Context: an optimization exercise on an open-source flow, tuned for small area, a short achievable clock period and few clock cycles per item. The choices shown serve that exercise and are no tape-out recipe.
RTL that was checked went through simulation tests only; none was proved equivalent to the original.
Power and IR drop assume default switching activity.

==> run a <==
==> flow/design.v (excerpt) <==
module stochastic_calcium_cluster_step #(
   parameter int NUM_CLUSTERS = scs_pkg::NUM_CLUSTERS_DEF,
   parameter int MAX_CHANNELS = scs_pkg::MAX_CHANNELS_DEF
) (
   input  logic                            clock,
   input  logic                            reset,
   input  logic                            req_tvalid,
   output logic                            req_tready,
   input  logic [scs_pkg::REQ_DATA_W-1:0]  req_tdata,
   input  logic                            req_tlast,
   output logic                            rsp_tvalid,
   input  logic                            rsp_tready,
   output logic [scs_pkg::RSP_DATA_W-1:0]  rsp_tdata,
   output logic                            rsp_tuser,
   input  logic                            csr_we,
   input  logic [scs_pkg::CSR_IDX_W-1:0]   csr_index,
   input  logic [scs_pkg::CSR_DATA_W-1:0]  csr_wdata
);
==> flow/config.mk <==
export PLATFORM = sky130hd
export DESIGN_NAME = stochastic_calcium_cluster_step
export DESIGN_NICKNAME = stochastic_calcium_cluster_step
export VERILOG_FILES = /design/flow/design.v
export SDC_FILE = /design/flow/constraint.sdc
export NUM_CORES = 4
export LEC_CHECK = 0
export CAP_MARGIN = 20
export CORE_MARGIN = 2
export CORE_UTILIZATION = 40
export PLACE_DENSITY = 0.6
export SETUP_SLACK_MARGIN = 3
export SLEW_MARGIN = 20
==> flow/constraint.sdc <==
create_clock -name core_clock -period 11.0 [get_ports {clock}]
set_input_delay 2.2000 -clock core_clock [delete_from_list [all_inputs] [get_ports {clock}]]
set_output_delay 2.2000 -clock core_clock [all_outputs]
set_load 0.01 [all_outputs]
run.sh (not shown) runs the stock make flow with config.mk's settings and CLKGATE_MAP_FILE= SYNTH_SCRIPT=/design/flow/synth_recipe.tcl, a recipe that flattens the netlist after the stock synthesis.
==> run b (differences from run a) <==
--- a/flow/design.v
+++ b/flow/design.v
@@ -384,35 +384,36 @@
          end
          if (mispredict) begin
             mc_q  <= 1'b0;
             m_den <= 1'b0;
             ms    <= 9'd1 << M_CA;
          end
       end
    end
-   logic [42:0] t1, e1, e2, e3;
+   logic [42:0] t1;
+   logic [43:0] e1, e2, e3;
    logic [1:0]  g1;
    logic [40:0] r1;
    logic [41:0] t2;
    logic [42:0] e4;
    logic        g2;
    logic [40:0] r2;
    always_comb begin
       t1 = {r_q, 2'b11};
-      e1 = t1 - {2'b0, d_q};
-      e2 = t1 - {1'b0, d_q, 1'b0};
-      e3 = t1 - d3_q;
-      if (t1 >= d3_q) begin
+      e1 = {1'b0, t1} - {3'b0, d_q};
+      e2 = {1'b0, t1} - {2'b0, d_q, 1'b0};
+      e3 = {1'b0, t1} - {1'b0, d3_q};
+      if (!e3[43]) begin
          g1 = 2'd3;
          r1 = e3[40:0];
-      end else if (t1 >= {1'b0, d_q, 1'b0}) begin
+      end else if (!e2[43]) begin
          g1 = 2'd2;
          r1 = e2[40:0];
-      end else if (t1 >= {2'b0, d_q}) begin
+      end else if (!e1[43]) begin
          g1 = 2'd1;
          r1 = e1[40:0];
       end else begin
          g1 = 2'd0;
          r1 = t1[40:0];
       end
       t2 = {r1, 1'b1};
       e4 = {1'b0, t2} - {2'b0, d_q};
--- a/flow/config.mk
+++ b/flow/config.mk
@@ -4,10 +4,10 @@
 export VERILOG_FILES = /design/flow/design.v
 export SDC_FILE = /design/flow/constraint.sdc
 export NUM_CORES = 4
 export LEC_CHECK = 0
 export CAP_MARGIN = 20
 export CORE_MARGIN = 2
 export CORE_UTILIZATION = 40
 export PLACE_DENSITY = 0.6
-export SETUP_SLACK_MARGIN = 3
+export SETUP_SLACK_MARGIN = 4
 export SLEW_MARGIN = 20
==> run c (differences from run a) <==
--- a/flow/design.v
+++ b/flow/design.v
@@ -41,16 +41,50 @@
    } cmd_type;
    typedef struct packed {
       logic last_item;
       logic div_last;
       logic rsp_full;
    } sts_type;
 endpackage
 `timescale 1ns / 1ps
+module scs_bk_add #(
+   parameter int W = 8
+) (
+   input  logic [W-1:0] a,
+   input  logic [W-1:0] b,
+   input  logic         ci,
+   output logic [W-1:0] s,
+   output logic         co
+);
+   logic [W-1:0] g, p, gg, pp;
+   always_comb begin
+      g     = a & b;
+      p     = a ^ b;
+      gg    = g;
+      pp    = p;
+      gg[0] = g[0] | (p[0] & ci);
+      for (int d = 1; d < W; d = d * 2) begin
+         for (int i = 2 * d - 1; i < W; i = i + 2 * d) begin
+            gg[i] = gg[i] | (pp[i] & gg[i - d]);
+            pp[i] = pp[i] & pp[i - d];
+         end
+      end
+      for (int d = 32; d >= 1; d = d / 2) begin
+         for (int i = 3 * d - 1; i < W; i = i + 2 * d) begin
+            gg[i] = gg[i] | (pp[i] & gg[i - d]);
+            pp[i] = pp[i] & pp[i - d];
+         end
+      end
+      s[0] = p[0] ^ ci;
+      for (int i = 1; i < W; i++) s[i] = p[i] ^ gg[i - 1];
+      co = gg[W - 1];
+   end
+endmodule
+`timescale 1ns / 1ps
 module stochastic_calcium_cluster_step #(
    parameter int NUM_CLUSTERS = scs_pkg::NUM_CLUSTERS_DEF,
    parameter int MAX_CHANNELS = scs_pkg::MAX_CHANNELS_DEF
 ) (
    input  logic                            clock,
    input  logic                            reset,
    input  logic                            req_tvalid,
    output logic                            req_tready,
@@ -106,24 +140,24 @@
    logic [1:0]    nl_q;               
    logic          vfy_q;              
    localparam int M_WAIT = 0, M_LK0 = 1, M_LK = 2, M_LKB = 3, M_CA = 4, M_SQ = 5,
                   M_CB = 6, M_LEAK = 7, M_BASE = 8;
    logic [8:0]  ms;
    logic        mc_q;
    logic [23:0] cn_q, mca_q;
    logic        mspk_q, neg_q, base_ok, m_den, m_conf;
+   logic        eager_q, base_wr;    
    logic [25:0] base_q, base_nx;    
    logic [40:0] x_q;
    logic [44:0] acc_q;
    logic [7:0]  tsn_q;
    logic [2:0]  skip_q;
    logic        d_div, d_fin, d_emit;
    logic [40:0] d_q, r_q;
-   logic [42:0] d3_q;
    logic [3:0]  cnt_q;
    logic [2:0]  g_q;
    logic [47:0] h_q;
    logic [7:0]  dtsn_q;
    logic [23:0] dca_q;
    logic        dspk_q;
    logic        rsp_v;
    logic          dfr_v;
@@ -181,24 +215,30 @@
    always_ff @(posedge clock) begin
       if (defer) begin
          dfr_oh <= in_oh;
          dfr_r  <= req_tdata[23:0];
          dfr_d  <= req_tdata[27:24];
          dfr_i  <= req_tdata[31:28];
       end
    end
+   logic [24:0] act_d [NP];
+   for (genvar j = 0; j < NP; j++) begin : g_act
+      logic co;
+      scs_bk_add #(.W(25)) u_cmp (
+         .a({1'b0, pr[j]}), .b(~{1'b0, p_q}), .ci(1'b1), .s(act_d[j]), .co(co));
+   end
    logic [NP-1:0] act, mis;
    logic [7:0]    fix1, fix2;         
    logic          mispredict;
    always_comb begin
       fix1 = 8'd0;
       fix2 = 8'd0;
       for (int j = 0; j < NP; j++) begin
-         act[j] = pr[j] < p_q;
+         act[j] = act_d[j][24];
          mis[j] = vfy_q & pv[j] & (act[j] != ppred[j]);
          if (mis[j]) begin
             if (plag2[j]) fix2 = act[j] ? fix2 + 8'(pdv[j]) : fix2 - 8'(pdv[j]);
             else          fix1 = act[j] ? fix1 + 8'(pdv[j]) : fix1 - 8'(pdv[j]);
          end
       end
       mispredict = |(mis & ~plag2) & (nl_q != 2'd0);
    end
@@ -293,65 +333,80 @@
       skip = 3'd0;
       for (int t = 1; t <= 7; t++) if (ab >= 6'(32 + 3 * t)) skip = 3'(t);
    end
    logic [24:0] dca;
    logic [23:0] mag;
    logic        cl_neg, cl_over;
    logic [23:0] cl_v;
    logic [25:0] base_n;
-   assign dca     = {1'b0, mca_q} - {1'b0, rest_q};
-   assign mag     = dca[24] ? 24'(-dca) : dca[23:0];
+   logic [23:0] dca_neg;
+   logic        dca_co, neg_co, base_co;
+   scs_bk_add #(.W(25)) u_dca (
+      .a({1'b0, mca_q}), .b(~{1'b0, rest_q}), .ci(1'b1), .s(dca), .co(dca_co));
+   scs_bk_add #(.W(24)) u_neg (
+      .a(~dca[23:0]), .b(24'd0), .ci(1'b1), .s(dca_neg), .co(neg_co));
+   assign mag     = dca[24] ? dca_neg : dca[23:0];
    assign cl_neg  = ~|msum[32:25];
    assign cl_over = (|msum[32:26]) | (msum[25] & msum[24]);
    assign cl_v    = cl_neg ? 24'd0 : (cl_over ? 24'hFF_FFFF : msum[23:0]);
-   assign base_n  = neg_q ? ({2'b0, mca_q} + (26'd1 << 25) + {2'b0, acc_q[23:0]})
-                          : ({2'b0, mca_q} + (26'd1 << 25) - {2'b0, acc_q[23:0]});
+   scs_bk_add #(.W(26)) u_base (
+      .a({2'b10, mca_q}), .b(neg_q ? {2'b0, acc_q[23:0]} : ~{2'b0, acc_q[23:0]}),
+      .ci(~neg_q), .s(base_n), .co(base_co));
+   logic csr_hit;
+   assign csr_hit = csr_we && (csr_index == 3'd4 || csr_index == 3'd6);
    logic handoff, rsp_free, pdone;
    assign rsp_free = ~rsp_v | rsp_tready;
    assign handoff  = m_den & (m_conf | (vfy_q & ~mispredict)) & ~d_div & ~d_fin & ~d_emit
                      & rsp_free;
    always_ff @(posedge clock) begin
       if (reset) begin
          ms      <= 9'd1 << M_WAIT;
          mc_q    <= 1'b0;
          mca_q   <= scs_pkg::CA_REST_RST;
          mspk_q  <= 1'b0;
          base_q  <= BASE_RST;
          base_nx <= BASE_RST;
          base_ok <= 1'b1;
          m_den   <= 1'b0;
          m_conf  <= 1'b1;
+         eager_q <= 1'b0;
+         base_wr <= 1'b0;
       end else begin
-         if (csr_we && (csr_index == 3'd4 || csr_index == 3'd6)) base_ok <= 1'b0;
          if (handoff) m_den <= 1'b0;
          if (vfy_q && nl_q != 2'd0) begin
             m_conf <= 1'b1;
             tsn_q  <= tsn_q + fix1;
          end
          if (ms[M_WAIT] && launch) begin
             tsn_q  <= tot_n;
             base_q <= base_nx;
             m_conf <= nl_q == 2'd0;
             mc_q   <= 1'b0;
-            ms     <= base_ok ? (9'd1 << M_CA) : (9'd1 << M_LK0);
+            eager_q <= 1'b0;
+            ms      <= base_ok ? (9'd1 << M_CA) : (9'd1 << M_LK0);
+         end else if (ms[M_WAIT] && !base_ok && !csr_hit) begin
+            eager_q <= 1'b1;
+            ms      <= 9'd1 << M_LK0;
          end
          if (ms[M_LK0]) begin
+            base_wr <= 1'b0;
             cn_q  <= mag;
             neg_q <= dca[24];
             ms    <= 9'd1 << M_LK;
          end
          if (ms[M_LK]) begin
             mc_q <= ~mc_q;
             if (mc_q) ms <= 9'd1 << M_LKB;
          end
          if (ms[M_LKB]) begin
             base_q  <= base_n;
-            base_ok <= 1'b1;
-            ms      <= 9'd1 << M_CA;
+            base_nx <= base_n;
+            base_ok <= ~base_wr;
+            ms      <= eager_q ? (9'd1 << M_WAIT) : (9'd1 << M_CA);
          end
          if (ms[M_CA]) begin
             cn_q <= cl_v;
             ms   <= 9'd1 << M_SQ;
          end
          if (ms[M_SQ]) begin
             mc_q <= ~mc_q;
             if (!mc_q) begin
@@ -377,73 +432,101 @@
             mc_q <= ~mc_q;
             if (mc_q) ms <= 9'd1 << M_BASE;
          end
          if (ms[M_BASE]) begin
             base_nx <= base_n;
             base_ok <= 1'b1;
             ms      <= 9'd1 << M_WAIT;
          end
+         if (csr_hit) begin
+            base_ok <= 1'b0;
+            base_wr <= 1'b1;
+         end
          if (mispredict) begin
             mc_q  <= 1'b0;
             m_den <= 1'b0;
             ms    <= 9'd1 << M_CA;
          end
       end
    end
-   logic [42:0] t1, e1, e2, e3;
+   logic [42:0] t1;
+   logic [43:0] e1, e2, e3;
+   logic [43:0] e1_s, e2_s, e3_s, x3, y3, z3, s3, c3;
+   logic        e1_co, e2_co, e3_co;
+   assign x3 = {1'b0, r_q, 2'b11};
+   assign y3 = ~{3'b0, d_q};
+   assign z3 = ~{2'b0, d_q, 1'b0};
+   assign s3 = x3 ^ y3 ^ z3;
+   assign c3 = {((x3[42:0] & y3[42:0]) | (x3[42:0] & z3[42:0]) | (y3[42:0] & z3[42:0])), 1'b1};
+   scs_bk_add #(.W(44)) u_e1 (.a(x3), .b(y3), .ci(1'b1), .s(e1_s), .co(e1_co));
+   scs_bk_add #(.W(44)) u_e2 (.a(x3), .b(z3), .ci(1'b1), .s(e2_s), .co(e2_co));
+   scs_bk_add #(.W(44)) u_e3 (.a(s3), .b(c3), .ci(1'b1), .s(e3_s), .co(e3_co));
    logic [1:0]  g1;
    logic [40:0] r1;
    logic [41:0] t2;
    logic [42:0] e4;
    logic        g2;
    logic [40:0] r2;
    always_comb begin
       t1 = {r_q, 2'b11};
-      e1 = t1 - {2'b0, d_q};
-      e2 = t1 - {1'b0, d_q, 1'b0};
-      e3 = t1 - d3_q;
-      if (t1 >= d3_q) begin
+      e1 = e1_s;
+      e2 = e2_s;
+      e3 = e3_s;
+      if (!e3[43]) begin
          g1 = 2'd3;
          r1 = e3[40:0];
-      end else if (t1 >= {1'b0, d_q, 1'b0}) begin
+      end else if (!e2[43]) begin
          g1 = 2'd2;
          r1 = e2[40:0];
-      end else if (t1 >= {2'b0, d_q}) begin
+      end else if (!e1[43]) begin
          g1 = 2'd1;
          r1 = e1[40:0];
       end else begin
          g1 = 2'd0;
          r1 = t1[40:0];
       end
       t2 = {r1, 1'b1};
       e4 = {1'b0, t2} - {2'b0, d_q};
       g2 = ~e4[42];
       r2 = e4[42] ? t2[40:0] : e4[40:0];
    end
    logic [47:0] h_n, h_init;
-   assign h_n    = {h_q[44:0], 3'b000} + os_q * (3'd7 - g_q);
-   assign h_init = (skip_q == 3'd0) ? 48'd0
-                   : ((48'(os_q) << (3 * (skip_q - 3'd1))) - 48'(os_q));
+   logic [2:0]  hu;
+   logic [47:0] ha, hb0, hb1, hb2, hs1, hc1, hs2, hc2, hsh;
+   logic        hn_co, hi_co;
+   assign hu  = 3'd7 - g_q;
+   assign ha  = {h_q[44:0], 3'b000};
+   assign hb0 = hu[0] ? 48'(os_q) : 48'd0;
+   assign hb1 = hu[1] ? (48'(os_q) << 1) : 48'd0;
+   assign hb2 = hu[2] ? (48'(os_q) << 2) : 48'd0;
+   assign hs1 = ha ^ hb0 ^ hb1;
+   assign hc1 = {((ha[46:0] & hb0[46:0]) | (ha[46:0] & hb1[46:0]) | (hb0[46:0] & hb1[46:0])), 1'b0};
+   assign hs2 = hs1 ^ hc1 ^ hb2;
+   assign hc2 = {((hs1[46:0] & hc1[46:0]) | (hs1[46:0] & hb2[46:0]) | (hc1[46:0] & hb2[46:0])), 1'b0};
+   scs_bk_add #(.W(48)) u_h (.a(hs2), .b(hc2), .ci(1'b0), .s(h_n), .co(hn_co));
+   assign hsh = 48'(os_q) << (3 * (skip_q - 3'd1));
+   logic [47:0] h_sub;
+   scs_bk_add #(.W(48)) u_hi (.a(hsh), .b(~{24'd0, os_q}), .ci(1'b1), .s(h_sub), .co(hi_co));
+   assign h_init = (skip_q == 3'd0) ? 48'd0 : h_sub;
    assign pdone  = d_fin;
    always_ff @(posedge clock) begin
       if (reset) begin
          d_div  <= 1'b0;
          d_fin  <= 1'b0;
          d_emit <= 1'b0;
          rsp_v  <= 1'b0;
          p_q    <= P_RST;
          nl_q   <= 2'd0;
          vfy_q  <= 1'b0;
       end else begin
          vfy_q <= pdone;
          nl_q  <= nl_q + {1'b0, launch} - {1'b0, pdone};
          if (handoff) begin
             d_q    <= x_q;
-            d3_q   <= {2'b0, x_q} + {1'b0, x_q, 1'b0};
             r_q    <= 41'((41'd1 << (16 + 3 * skip_q)) - 41'd1);
             cnt_q  <= 4'd8 - 4'(skip_q);
             g_q    <= (skip_q == 3'd0) ? 3'd7 : 3'd0;
             h_q    <= h_init;
             dtsn_q <= tsn_q;
             dca_q  <= mca_q;
             dspk_q <= mspk_q;
             d_div  <= 1'b1;
==> comparison table <==
item                                                        run a      run b      run c
Result of the run                no timing/DRC/antenna violations  no timing/DRC/antenna violations  no timing/DRC/antenna violations
Maximum operating frequency                             125.6 MHz  121.6 MHz  127.0 MHz
Repair and plain buffers                                      309        643        346
Area of the multi-input gates                           54020 um2  56140 um2  49270 um2
Global placement routability congestion                     1.005     0.9654     0.9468
Area occupied by registers                              21240 um2  21240 um2  20010 um2
Largest fanout on the critical path                             7          5          5
Post-layout total power                                   8520 uW    9500 uW    8620 uW
Required time at the endpoint of the critical path        8800 ps   11530 ps   11420 ps
Clock period minus worst slack                            7962 ps    8226 ps    7873 ps
Worst reg-to-reg setup slack                              3220 ps    2770 ps    3130 ps
Clock sink total                                              828        828        788
Count of standard-cell rows                                   163        162        155
Reported combinational group power                        1530 uW    2430 uW    1880 uW
Capturing instance or port of the critical path        req_tready   tsn_q[7]   tsn_q[7]
# Post-CTS Setup Buffers                                       38        240         66
Tap Cells                                                    2640       2624       2355
Cell depth of the worst flop-to-flop path                      34         34         30
Clock group share of total power                            41.8%      37.9%      39.7%
Worst slew margin relative to its limit                    23.10%     20.08%     22.07%
Synthesis-to-finish area growth                            11.65%     19.71%     13.82%
Origin of the worst setup path                      req_tdata[33]  pr[0][10]    p_q[15]
Startpoint Class                                       input port       flop       flop
Testbench counts of run a, summed over its fixed seeds: cycles 3,903, steps 320.
Testbench counts of run c, summed over its fixed seeds: cycles 3,871, steps 320.
Function not checked in run b: the RTL went through the layout flow alone.

-- afterwards: timing with drivers on the ports --
The results above use ideal ports. As a check the final layouts listed here were re-extracted and re-timed, cells and wires unchanged.
Step 1, drivers: a clkbuf_16 drives clock and a buf_2 each remaining input, both assumed.
Step 2 also shifts input and output timing later by t, the mid clock arrival at the registers, as if the neighbouring blocks saw the same clock.
Slacks: ideal / step 1 / step 2; pairs: ideal / step 1.
run | shift t [ns] | setup WS [ns] | clock arrival spread, ns | worst register clock-pin slew, ns
run a | 0.841 | 3.038 / 3.015 / 2.761 | 0.049 / 0.048 | 0.07 / 0.07
run b | 0.841 | 2.774 / 2.774 / 2.338 | 0.074 / 0.073 | 0.08 / 0.08
run c | 0.802 | 3.127 / 3.127 / 3.127 | 0.061 / 0.061 | 0.07 / 0.07
After both steps every run listed still meets setup and hold. For run b, which loses most, drivers alone change the setup slack by 0.000 ns; drivers and shift together by -0.436 ns.
